Source: an optimization exercise on an open RTL-to-GDS flow (aim: small area, a short achievable clock period and few clock cycles). Production flows keep margins and buffers that such runs may drop. Function was checked by simulation only, so behaviour that the tests miss may differ from the original. No activity file was given, so power comes from the tool's default toggle rates.

### flow/config.mk
export PLATFORM = sky130hd
export DESIGN_NAME = c_subset_lexer
export DESIGN_NICKNAME = c_subset_lexer
export VERILOG_FILES = /design/flow/design.v
export SDC_FILE = /design/flow/constraint.sdc
export NUM_CORES = 4
export LEC_CHECK = 0
export CAP_MARGIN = 20
export CORE_MARGIN = 2
export CORE_UTILIZATION = 40
export SLEW_MARGIN = 20
### flow/constraint.sdc
create_clock -name core_clock -period 6.5 [get_ports {clk}]
set_input_delay 1.3000 -clock core_clock [delete_from_list [all_inputs] [get_ports {clk}]]
set_output_delay 1.3000 -clock core_clock [all_outputs]
set_load 0.01 [all_outputs]
### flow/design.v
package clex_pkg;
    localparam int POSITION_WIDTH = 24;
    localparam int LENGTH_WIDTH   = 16;
    localparam int KEYWORD_CHARS  = 6;
    localparam int LINE_W  = 24;
    localparam int VALUE_W = 31;
    localparam int KIND_W  = 5;
    localparam int PFX_IDX_W = $clog2(KEYWORD_CHARS);
    localparam logic [VALUE_W-1:0] VALUE_LIMIT = 31'h7FFF_FFFF;
    localparam int TOK_W   = KIND_W + POSITION_WIDTH + LENGTH_WIDTH + LINE_W + VALUE_W + 1;
    localparam int FIFO_DEPTH = 4;
    localparam int FIFO_PTR_W = $clog2(FIFO_DEPTH);
    localparam int FIFO_CNT_W = $clog2(FIFO_DEPTH + 1);
    localparam logic [7:0] CH_NUL = 8'h00;
    typedef enum logic [KIND_W-1:0] {
        K_EOF    = 5'd0,
        K_ERROR  = 5'd1,
        K_IDENT  = 5'd2,
        K_NUMBER = 5'd3,
        K_LPAREN = 5'd4,
        K_RPAREN = 5'd5,
        K_LBRACE = 5'd6,
        K_RBRACE = 5'd7,
        K_SEMI   = 5'd8,
        K_COMMA  = 5'd9,
        K_PLUS   = 5'd10,
        K_MINUS  = 5'd11,
        K_STAR   = 5'd12,
        K_SLASH  = 5'd13,
        K_BANG   = 5'd14,
        K_NE     = 5'd15,
        K_ASSIGN = 5'd16,
        K_EQ     = 5'd17,
        K_LT     = 5'd18,
        K_LE     = 5'd19,
        K_GT     = 5'd20,
        K_GE     = 5'd21,
        K_IF     = 5'd22,
        K_ELSE   = 5'd23,
        K_INT    = 5'd24,
        K_WHILE  = 5'd25,
        K_RETURN = 5'd26
    } kind_t;
    typedef enum logic [1:0] {
        OP_BANG    = 2'd0,
        OP_ASSIGN  = 2'd1,
        OP_LESS    = 2'd2,
        OP_GREATER = 2'd3
    } op_t;
    typedef logic [KEYWORD_CHARS-1:0][7:0] prefix_t;
    typedef struct packed {
        kind_t                     kind;
        logic [POSITION_WIDTH-1:0] start;
        logic [LENGTH_WIDTH-1:0]   length;
        logic [LINE_W-1:0]         line;
        logic [VALUE_W-1:0]        value;
        logic                      last;
    } tok_t;
    typedef struct packed {
        tok_t       tok0;
        tok_t       tok1;
        logic [1:0] count;
    } emit_t;
endpackage
module clex_step (
    input  logic                 clk,
    input  logic                 rst_n,
    input  logic                 fire,
    input  logic [7:0]           char_code,
    output clex_pkg::emit_t      emit
);
    typedef enum logic [5:0] {
        MODE_IDLE    = 6'b000001,
        MODE_WORD    = 6'b000010,
        MODE_NUM     = 6'b000100,
        MODE_SLASH   = 6'b001000,
        MODE_COMMENT = 6'b010000,
        MODE_OP      = 6'b100000
    } mode_t;
    typedef struct packed {
        mode_t                     mode;
        logic [clex_pkg::POSITION_WIDTH-1:0] pos;
        logic [clex_pkg::POSITION_WIDTH-1:0] begin_pos;
        logic [clex_pkg::LENGTH_WIDTH-1:0]   len;
        logic [clex_pkg::LINE_W-1:0]         line;
        logic [clex_pkg::VALUE_W-1:0]        acc;
        logic                      digits_done;
        clex_pkg::op_t                       op;
    } scan_t;
    scan_t   st_reg, st_next;
    function automatic clex_pkg::tok_t make_tok(
        input clex_pkg::kind_t                     kind,
        input logic [clex_pkg::POSITION_WIDTH-1:0] start,
        input logic [clex_pkg::LENGTH_WIDTH-1:0]   length,
        input logic [clex_pkg::LINE_W-1:0]         line,
        input logic [clex_pkg::VALUE_W-1:0]        value
    );
        clex_pkg::tok_t t;
        t.kind   = kind;
        t.start  = start;
        t.length = length;
        t.line   = line;
        t.value  = value;
        t.last   = 1'b0;
        make_tok = t;
    endfunction
    function automatic logic is_letter(input logic [7:0] c);
        is_letter = ((c >= "A") && (c <= "Z")) || ((c >= "a") && (c <= "z"));
    endfunction
    function automatic logic is_digit(input logic [7:0] c);
        is_digit = (c >= "0") && (c <= "9");
    endfunction
    function automatic clex_pkg::kind_t word_kind(
        input logic [8*clex_pkg::KEYWORD_CHARS-1:0] p,
        input logic [clex_pkg::LENGTH_WIDTH-1:0] len
    );
        clex_pkg::kind_t k;
        k = clex_pkg::K_IDENT;
        if ((len == clex_pkg::LENGTH_WIDTH'(2)) && ({p[7:0], p[15:8]} == "if")) begin
            k = clex_pkg::K_IF;
        end
        else if ((len == clex_pkg::LENGTH_WIDTH'(4)) && ({p[7:0], p[15:8], p[23:16], p[31:24]} == "else")) begin
            k = clex_pkg::K_ELSE;
        end
        else if ((len == clex_pkg::LENGTH_WIDTH'(3)) && ({p[7:0], p[15:8], p[23:16]} == "int")) begin
            k = clex_pkg::K_INT;
        end
        else if ((len == clex_pkg::LENGTH_WIDTH'(5)) &&
                 ({p[7:0], p[15:8], p[23:16], p[31:24], p[39:32]} == "while")) begin
            k = clex_pkg::K_WHILE;
        end
        else if ((len == clex_pkg::LENGTH_WIDTH'(6)) &&
                 ({p[7:0], p[15:8], p[23:16], p[31:24], p[39:32], p[47:40]} == "return")) begin
            k = clex_pkg::K_RETURN;
        end
        word_kind = k;
    endfunction
    function automatic clex_pkg::kind_t op_kind(input clex_pkg::op_t op, input logic two);
        clex_pkg::kind_t k;
        case (op)
            clex_pkg::OP_BANG:   k = two ? clex_pkg::K_NE : clex_pkg::K_BANG;
            clex_pkg::OP_ASSIGN: k = two ? clex_pkg::K_EQ : clex_pkg::K_ASSIGN;
            clex_pkg::OP_LESS:   k = two ? clex_pkg::K_LE : clex_pkg::K_LT;
            default:   k = two ? clex_pkg::K_GE : clex_pkg::K_GT;
        endcase
        op_kind = k;
    endfunction
    logic [8*clex_pkg::KEYWORD_CHARS-1:0] pfx_reg, pfx_next;
    logic [clex_pkg::POSITION_WIDTH-1:0] pos_inc;
    logic [clex_pkg::LENGTH_WIDTH-1:0]   len_inc;
    logic [clex_pkg::LINE_W-1:0]         line_inc;
    logic [clex_pkg::VALUE_W+3:0]        acc_wide;
    logic [clex_pkg::VALUE_W-1:0]        acc_step;
    logic                      run_idle;
    logic                      a_hit, b_hit;
    clex_pkg::tok_t                      tok_a, tok_b;
    assign pos_inc  = st_reg.pos + clex_pkg::POSITION_WIDTH'(1);
    assign len_inc  = (st_reg.len == '1) ? st_reg.len : st_reg.len + clex_pkg::LENGTH_WIDTH'(1);
    assign line_inc = (st_reg.line == '1) ? st_reg.line : st_reg.line + clex_pkg::LINE_W'(1);
    assign acc_wide = ({4'b0, st_reg.acc} << 3) + ({4'b0, st_reg.acc} << 1)
                    + (clex_pkg::VALUE_W + 4)'(char_code[3:0] - 4'd0);
    assign acc_step = (acc_wide > {4'b0, clex_pkg::VALUE_LIMIT}) ? clex_pkg::VALUE_LIMIT : acc_wide[clex_pkg::VALUE_W-1:0];
    always_comb
    begin
        st_next  = st_reg;
        pfx_next = pfx_reg;
        run_idle = 1'b0;
        a_hit    = 1'b0;
        b_hit    = 1'b0;
        tok_a    = '0;
        tok_b    = '0;
        case (st_reg.mode)
            MODE_WORD:
            begin
                if (is_letter(char_code) || is_digit(char_code) || (char_code == "_")) begin
                    if (st_reg.len < clex_pkg::LENGTH_WIDTH'(clex_pkg::KEYWORD_CHARS)) begin
                        pfx_next[{st_reg.len[clex_pkg::PFX_IDX_W-1:0], 3'b000} +: 8] = char_code;
                    end
                    st_next.len = len_inc;
                    st_next.pos = pos_inc;
                end
                else begin
                    a_hit    = 1'b1;
                    tok_a    = make_tok(word_kind(pfx_reg, st_reg.len), st_reg.begin_pos,
                                        st_reg.len, st_reg.line, '0);
                    run_idle = 1'b1;
                end
            end
            MODE_NUM:
            begin
                if (is_letter(char_code) || is_digit(char_code)) begin
                    if (is_digit(char_code) && !st_reg.digits_done) begin
                        st_next.acc = acc_step;
                    end
                    else begin
                        st_next.digits_done = 1'b1;
                    end
                    st_next.len = len_inc;
                    st_next.pos = pos_inc;
                end
                else begin
                    a_hit    = 1'b1;
                    tok_a    = make_tok(clex_pkg::K_NUMBER, st_reg.begin_pos, st_reg.len,
                                        st_reg.line, st_reg.acc);
                    run_idle = 1'b1;
                end
            end
            MODE_SLASH:
            begin
                if (char_code == "/") begin
                    st_next.mode = MODE_COMMENT;
                    st_next.pos  = pos_inc;
                end
                else begin
                    a_hit    = 1'b1;
                    tok_a    = make_tok(clex_pkg::K_SLASH, st_reg.begin_pos, clex_pkg::LENGTH_WIDTH'(1),
                                        st_reg.line, '0);
                    run_idle = 1'b1;
                end
            end
            MODE_COMMENT:
            begin
                if ((char_code == clex_pkg::CH_NUL) || (char_code == "\n")) begin
                    run_idle = 1'b1;
                end
                else begin
                    st_next.pos = pos_inc;
                end
            end
            MODE_OP:
            begin
                a_hit = 1'b1;
                if (char_code == "=") begin
                    tok_a        = make_tok(op_kind(st_reg.op, 1'b1), st_reg.begin_pos,
                                            clex_pkg::LENGTH_WIDTH'(2), st_reg.line, '0);
                    st_next.mode = MODE_IDLE;
                    st_next.pos  = pos_inc;
                end
                else begin
                    tok_a    = make_tok(op_kind(st_reg.op, 1'b0), st_reg.begin_pos,
                                        clex_pkg::LENGTH_WIDTH'(1), st_reg.line, '0);
                    run_idle = 1'b1;
                end
            end
            default:
            begin
                run_idle = 1'b1;
            end
        endcase
        if (run_idle) begin
            st_next.mode = MODE_IDLE;
            st_next.pos  = pos_inc;
            case (char_code)
                clex_pkg::CH_NUL:
                begin
                    b_hit        = 1'b1;
                    tok_b        = make_tok(clex_pkg::K_EOF, st_reg.pos, '0, st_reg.line, '0);
                    st_next.pos  = '0;
                    st_next.line = clex_pkg::LINE_W'(1);
                end
                " ", "\t", "\r":
                begin
                end
                "\n":
                begin
                    st_next.line = line_inc;
                end
                "/":
                begin
                    st_next.begin_pos = st_reg.pos;
                    st_next.mode      = MODE_SLASH;
                end
                "!", "=", "<", ">":
                begin
                    st_next.begin_pos = st_reg.pos;
                    st_next.mode      = MODE_OP;
                    case (char_code)
                        "!":     st_next.op = clex_pkg::OP_BANG;
                        "=":     st_next.op = clex_pkg::OP_ASSIGN;
                        "<":     st_next.op = clex_pkg::OP_LESS;
                        default: st_next.op = clex_pkg::OP_GREATER;
                    endcase
                end
                "(":
                begin
                    b_hit = 1'b1;
                    tok_b = make_tok(clex_pkg::K_LPAREN, st_reg.pos, clex_pkg::LENGTH_WIDTH'(1), st_reg.line, '0);
                end
                ")":
                begin
                    b_hit = 1'b1;
                    tok_b = make_tok(clex_pkg::K_RPAREN, st_reg.pos, clex_pkg::LENGTH_WIDTH'(1), st_reg.line, '0);
                end
                "{":
                begin
                    b_hit = 1'b1;
                    tok_b = make_tok(clex_pkg::K_LBRACE, st_reg.pos, clex_pkg::LENGTH_WIDTH'(1), st_reg.line, '0);
                end
                "}":
                begin
                    b_hit = 1'b1;
                    tok_b = make_tok(clex_pkg::K_RBRACE, st_reg.pos, clex_pkg::LENGTH_WIDTH'(1), st_reg.line, '0);
                end
                ";":
                begin
                    b_hit = 1'b1;
                    tok_b = make_tok(clex_pkg::K_SEMI, st_reg.pos, clex_pkg::LENGTH_WIDTH'(1), st_reg.line, '0);
                end
                ",":
                begin
                    b_hit = 1'b1;
                    tok_b = make_tok(clex_pkg::K_COMMA, st_reg.pos, clex_pkg::LENGTH_WIDTH'(1), st_reg.line, '0);
                end
                "+":
                begin
                    b_hit = 1'b1;
                    tok_b = make_tok(clex_pkg::K_PLUS, st_reg.pos, clex_pkg::LENGTH_WIDTH'(1), st_reg.line, '0);
                end
                "-":
                begin
                    b_hit = 1'b1;
                    tok_b = make_tok(clex_pkg::K_MINUS, st_reg.pos, clex_pkg::LENGTH_WIDTH'(1), st_reg.line, '0);
                end
                "*":
                begin
                    b_hit = 1'b1;
                    tok_b = make_tok(clex_pkg::K_STAR, st_reg.pos, clex_pkg::LENGTH_WIDTH'(1), st_reg.line, '0);
                end
                default:
                begin
                    if (is_letter(char_code) || (char_code == "_")) begin
                        st_next.begin_pos = st_reg.pos;
                        st_next.len       = clex_pkg::LENGTH_WIDTH'(1);
                        st_next.mode      = MODE_WORD;
                        pfx_next[7:0]     = char_code;
                    end
                    else if (is_digit(char_code)) begin
                        st_next.begin_pos   = st_reg.pos;
                        st_next.len         = clex_pkg::LENGTH_WIDTH'(1);
                        st_next.acc         = clex_pkg::VALUE_W'(char_code[3:0]);
                        st_next.digits_done = 1'b0;
                        st_next.mode        = MODE_NUM;
                    end
                    else begin
                        b_hit = 1'b1;
                        tok_b = make_tok(clex_pkg::K_ERROR, st_reg.pos, clex_pkg::LENGTH_WIDTH'(1), st_reg.line,
                                         clex_pkg::VALUE_W'(char_code));
                    end
                end
            endcase
        end
        emit.count     = {1'b0, a_hit} + {1'b0, b_hit};
        emit.tok0      = a_hit ? tok_a : tok_b;
        emit.tok0.last = !(a_hit && b_hit);
        emit.tok1      = tok_b;
        emit.tok1.last = 1'b1;
    end
    always_ff @(posedge clk or negedge rst_n)
    begin
        if (!rst_n) begin
            st_reg.mode        <= MODE_IDLE;
            st_reg.pos         <= '0;
            st_reg.begin_pos   <= '0;
            st_reg.len         <= '0;
            st_reg.line        <= clex_pkg::LINE_W'(1);
            st_reg.acc         <= '0;
            st_reg.digits_done <= 1'b0;
            st_reg.op          <= clex_pkg::OP_BANG;
        end
        else if (fire) begin
            st_reg <= st_next;
        end
    end
    always_ff @(posedge clk)
    begin
        if (fire) begin
            pfx_reg <= pfx_next;
        end
    end
endmodule
module clex_fifo (
    input  logic                              clk,
    input  logic                              rst_n,
    input  logic                              push,
    input  clex_pkg::emit_t                   wr,
    input  logic                              pop,
    output clex_pkg::tok_t                    head,
    output logic [clex_pkg::FIFO_CNT_W-1:0]   count
);
    logic [clex_pkg::TOK_W-1:0]               mem_reg [clex_pkg::FIFO_DEPTH];
    logic [clex_pkg::FIFO_PTR_W-1:0] wptr_reg, wptr_next;
    logic [clex_pkg::FIFO_PTR_W-1:0] rptr_reg, rptr_next;
    logic [clex_pkg::FIFO_CNT_W-1:0] count_reg, count_next;
    logic [1:0]            n_wr;
    assign n_wr       = push ? wr.count : 2'd0;
    assign wptr_next  = wptr_reg + clex_pkg::FIFO_PTR_W'(n_wr);
    assign rptr_next  = rptr_reg + clex_pkg::FIFO_PTR_W'(pop);
    assign count_next = count_reg + clex_pkg::FIFO_CNT_W'(n_wr) - clex_pkg::FIFO_CNT_W'(pop);
    assign head  = mem_reg[rptr_reg];
    assign count = count_reg;
    always_ff @(posedge clk)
    begin
        if (n_wr != 2'd0) begin
            mem_reg[wptr_reg] <= wr.tok0;
        end
        if (n_wr == 2'd2) begin
            mem_reg[wptr_reg + clex_pkg::FIFO_PTR_W'(1)] <= wr.tok1;
        end
    end
    always_ff @(posedge clk or negedge rst_n)
    begin
        if (!rst_n) begin
            wptr_reg  <= '0;
            rptr_reg  <= '0;
            count_reg <= '0;
        end
        else begin
            wptr_reg  <= wptr_next;
            rptr_reg  <= rptr_next;
            count_reg <= count_next;
        end
    end
endmodule
module c_subset_lexer (
    input  logic                                clk,
    input  logic                                rst_n,
    input  logic                                char_valid,
    output logic                                char_stall,
    input  logic [7:0]                          char_code,
    output logic                                token_valid,
    input  logic                                token_stall,
    output logic [clex_pkg::KIND_W-1:0]         token_kind,
    output logic [clex_pkg::POSITION_WIDTH-1:0] token_start,
    output logic [clex_pkg::LENGTH_WIDTH-1:0]   token_length,
    output logic [clex_pkg::LINE_W-1:0]         line_number,
    output logic [clex_pkg::VALUE_W-1:0]        token_value,
    output logic                                last_of_run
);
    logic                  in_valid_reg, in_valid_next;
    logic [7:0]            in_char_reg;
    logic                  room;
    logic                  fire;
    logic                  accept;
    logic                  pop;
    clex_pkg::emit_t                 emit;
    clex_pkg::tok_t                  head;
    logic [clex_pkg::FIFO_CNT_W-1:0] q_count;
    assign room       = q_count <= clex_pkg::FIFO_CNT_W'(clex_pkg::FIFO_DEPTH - 2);
    assign fire       = in_valid_reg && room;
    assign char_stall = in_valid_reg && !room;
    assign accept     = char_valid && !char_stall;
    always_comb
    begin
        in_valid_next = in_valid_reg;
        if (accept) begin
            in_valid_next = 1'b1;
        end
        else if (fire) begin
            in_valid_next = 1'b0;
        end
    end
    always_ff @(posedge clk or negedge rst_n)
    begin
        if (!rst_n) begin
            in_valid_reg <= 1'b0;
        end
        else begin
            in_valid_reg <= in_valid_next;
        end
    end
    always_ff @(posedge clk)
    begin
        if (accept) begin
            in_char_reg <= char_code;
        end
    end
    clex_step u_step (
        .clk       (clk),
        .rst_n     (rst_n),
        .fire      (fire),
        .char_code (in_char_reg),
        .emit      (emit)
    );
    clex_fifo u_fifo (
        .clk   (clk),
        .rst_n (rst_n),
        .push  (fire),
        .wr    (emit),
        .pop   (pop),
        .head  (head),
        .count (q_count)
    );
    assign token_valid  = q_count != '0;
    assign pop          = token_valid && !token_stall;
    assign token_kind   = head.kind;
    assign token_start  = head.start;
    assign token_length = head.length;
    assign line_number  = head.line;
    assign token_value  = head.value;
    assign last_of_run  = head.last;
endmodule
### flow/run.sh
#!/bin/bash
# synth_recipe.tcl (not shown) runs the flow's synth.tcl, then flattens the netlist and writes it again
# the make line also repeats each setting of config.mk as NAME=value (left out here)
make -C /OpenROAD-flow-scripts/flow DESIGN_CONFIG=/design/flow/config.mk WORK_HOME=/design/flow/orfs CLKGATE_MAP_FILE= SYNTH_SCRIPT=/design/flow/synth_recipe.tcl finish
==> summary.txt <==
-- cell type report --
class / instances / area share [%]
inverter: 43 / 0.4828
sequential: 596 / 46.74
tap: 950 / 3.556
timing repair buffer: 165 / 4.787
clock buffer: 105 / 5.813
multi-input combinational: 1553 / 37.98
clock inverter: 20 / 0.6400
-- metal layers --
layer	wire length, µm	up-vias	track usage, %
li1	-	9460	-
met1	34950	10879	29.30
met2	39550	775	35.88
met3	4666	140	2.741
met4	1949	0	6.522
met5	0	-	0
-- kinds of logic (layout without fill, tap and decap cells) --
| group | count (synthesis) | count (layout) |
|---|---|---|
| multiplexers | 126 | 126 |
| flip-flops | 596 | 596 |
| XOR/XNOR | 73 | 73 |
| AO/OA/AOI/OAI | 640 | 640 |
| buffers and inverters | 243 | 333 |
| adder cells (fa/ha/maj) | 81 | 81 |
| AND/OR/NAND/NOR | 633 | 633 |
-- cells in the mapped netlist (14+ instances only) --
master | n | share of area [%]
o21ai_0 | 77 | 1.3
dfrtp_1 | 134 | 12
and3_1 | 28 | 0.60
dfxtp_1 | 160 | 11
a22o_1 | 169 | 5.1
a21oi_1 | 87 | 1.5
nand3_1 | 58 | 1.0
clkbuf_1 | 157 | 2.0
nor4_1 | 19 | 0.41
or3_1 | 14 | 0.30
and2_1 | 108 | 2.3
a31oi_1 | 35 | 0.75
nor2_1 | 115 | 1.5
a32o_1 | 151 | 5.2
buf_1 | 28 | 0.36
ha_1 | 78 | 3.3
edfxtp_1 | 300 | 31
inv_1 | 42 | 0.54
mux4_2 | 101 | 7.8
o22ai_1 | 30 | 0.64
nand2_1 | 134 | 1.7
mux2_2 | 24 | 0.93
nand4_1 | 35 | 0.75
xor2_1 | 51 | 1.5
nor3_1 | 39 | 0.67
xnor2_1 | 22 | 0.66
buf_2 | 15 | 0.26
-- metrics by stage --
step                      power [mW]  utilization [%]  hold slack, ps
after floorplan                7.221                -           419.8
after CTS                      12.74            46.52           456.5
after global routing           13.18            46.52           475.6
final                          12.62            46.52           453.0
after global placement         8.921            43.52           438.7
after detailed placement       8.987            43.52           443.3
-- worst paths after layout --
path,startpoint,end,slack (ps),cells after the start
worst min register to register,u_fifo.mem_reg[2][100]$_SDFFE_PP0P_,u_fifo.mem_reg[2][100]$_SDFFE_PP0P_,450,2
min in group asynchronous,rst_n,u_step.st_reg[84]$_DFFE_PN0P_,730,1
worst max-delay path,in_char_reg[5]$_DFFE_PP_,u_fifo.mem_reg[0][33]$_DFFE_PP_,690,16
worst max register to register,in_char_reg[5]$_DFFE_PP_,u_fifo.mem_reg[0][33]$_DFFE_PP_,690,16
worst min-delay path,u_fifo.mem_reg[2][100]$_SDFFE_PP0P_,u_fifo.mem_reg[2][100]$_SDFFE_PP0P_,450,2
max in group asynchronous,rst_n,u_fifo.rptr_reg[1]$_DFF_PN0_,4320,2
-- power groups by stage --
| stage | clock network [mW] | registers, mW | logic [mW] |
|---|---|---|---|
| 2_1_floorplan | 0 | 4.73 | 2.49 |
| 3_3_place_gp | 0 | 5.01 | 3.91 |
| 3_5_place_dp | 0 | 5.05 | 3.94 |
| 4_1_cts | 3.82 | 4.97 | 3.96 |
| 5_1_grt | 3.95 | 5.02 | 4.21 |
| 6_report | 3.74 | 4.97 | 3.91 |
-- worst max-delay path, cell delays in order, from the launching register on --
cell and delay (ps):
edfxtp_1 730, or2_2 440, a21oi_1 190, o21ai_0 190, a311oi_4 500, nor3_1 160
o41ai_4 800, inv_1 120, ha_1 480, o21ai_1 230, buf_4 260, nor3_2 260
buf_4 530, nand2_1 140, a21oi_2 150, buf_4 290, and2_1 180
==> results by group <==
Placed design
  – Placed insts: 3307
  – HPWL after detailed placement: roughly 50 mm
  – Pre-CTS setup slack: 894.7 ps
  – Gp weighted congestion: 0.9221
  – Port bufs: about 110
  – DP Area: 31270 µm²

STA
  – Worst slew pin tran: ~1100 ps
  – Clk_skew: about 21 ps
  – Setup_tns: 0 ps
  – Post-route minimum period: between 5000 and 6000 ps
  – Final setup violation count: 0
  – Worst rel slew slack: between 20% and 30%
  – Max Clk Rate: 172.1 MHz
  – Worst setup margin: a little under 700 ps
  – Tcrit/Tclk final: 89.41%
  – Final Hold Fails: 0
  – RSZ-0062 raised after global routing: no
  – Final Max Slew Viols: 0

Cells and area
  – Multi-input logic area: 12700 µm²
  – Layout area overhead: 14.65%
  – Commonest non-fill, non-tap cells in the layout: edfxtp_1, a22o_1, dfxtp_1, a32o_1, nand2_1
  – Sequential standard cell area: 15630 µm²
  – # nets final: 2520
  – FILL cells: around 6400
  – Layout cells sized above 1: approximately 13%
  – Non-Filler Instances: ~3400
  – Max reg flops: between 400 and 500
  – Commonest non-fill, non-tap cell in the layout: edfxtp_1
  – Diode count: 0
  – Final instance area: between 30000 and 40000 µm²

Detailed routing
  – Drt pass-1 iters: 5
  – Initial DRC count: ~1900
  – Via-to-Cell Ratio: 6.193
  – DR WL/cell: 23.63 µm
  – Number of remaining DRC errors: 0
  – Routed Antenna Nets: 0
  – DRT Wirelength: 81.11 mm
  – Total number of vias: between 20000 and 25000

Worst setup path
  – Critical path data arrival time: roughly 6300 ps
  – Setup CP Type: flip-flop to flip-flop
  – WP data required: 6970 ps
  – Crit end category: flip-flop
  – Worst Path Max Fanout: 39
  – Worst setup SP type: flip-flop

Logic synthesis
  – Simple-Gate Fraction of Synth Area: 11.51%
  – Main combinational cell family by area after synthesis: compound AO/OA/AOI/OAI gates
  – Post-synthesis async set-or-reset flop share: between 20% and 30%
  – Compound-gate portion of the synthesized area: ~17%
  – Seq/Total Area, Yosys: 53.56%
  – Post-synth EDFFs: 300
  – Synth Area in XOR/XNOR: 2.193%
  – Post-synthesis mux area share: 8.762%
  – Mapped Area: 29160 µm²
  – Main synth FF type: edfxtp_1
  – #FFs+latches synth: 596
  – Synth cell types: 82
  – Post-Synthesis Net Count: 2485
  – Post-synthesis adder-cell area fraction: about 3.6%
  – Synth warn: 3
  – Syn Inst Count: 2392
  – Syn_area_per_cell: ~12 µm²

Clock network
  – CTS tree: yes
  – Num CTS Buffers: a little under 70
  – H-tree depth: 3
  – Resized cells post-CTS: 0
  – Clk latency of the worst-skew pair: 620 ps
  – Worst-path clk slew: around 50 ps
  – Hold buffers post-CTS: 0
  – CTS root buf: clkbuf_16
  – Post-CTS setup repair buffer count: 0
  – Clock Path Buffers: 3
  – CTS Sinks: 596

Global route
  – GR Util All Layers: 21.51%
  – First-pass GRT wire length: 126.0 mm
  – Number of antenna violations at the first check in global routing: 0
  – Grt total ovfl: 0
  – Largest net degree at the start of global routing: 95
  – Vias in the first global route: approximately 21000

Pwr
  – Cell Pwr Density: roughly 380 nW/µm²
  – Pint: 8.284 mW
  – Sequential share of power: 39.3%
  – Clock network power share: 29.6%
  – Sw Ratio: between 30% and 40%
  – P_leak: 12.42 nW
  – Comb power frac: 31.0%
  – P_sw: between 4 and 5 mW
  – Maximum vdd drop: 0.2704 mV

Job
  – Max-cap viol count: 0

Floorplan
  – # IOs: ~120
  – Die Height: 274.0 µm
  – Initial Utilization: around two fifths
  – Core Area: 71850 µm²
  – Die area: 75070 µm²
  – Width of the die: roughly 270 µm
  – Site row count: 98

Run status
  – Status: complete, no violations

Min path
  – HP Class: flip-flop to flip-flop
Testbench counts, summed over its fixed seeds: cycles 24,150.

## re-timing with driven ports
Ports are ideal in the flow. The routed layout listed here was re-timed in OpenROAD. Step 1 assumes that a clkbuf_16 drives the clock port and a buf_2 every other input. Step 2 also shifts input and output timing later by t, the mid clock arrival at the registers, as if the neighbouring blocks saw the same clock. Slacks: no drivers / after step 1 / after step 2; pairs: no drivers / after step 1.
t (ns): 0.679
setup slack, ns: 0.689 / 0.689 / 0.689
slew at the worst register clock pin (ns): 0.06 / 0.06
pins driven straight from the clock port: 1
After both steps setup and hold are still met in this run. For this run, drivers alone change the setup slack by 0.000 ns; drivers and shift together by 0.000 ns.
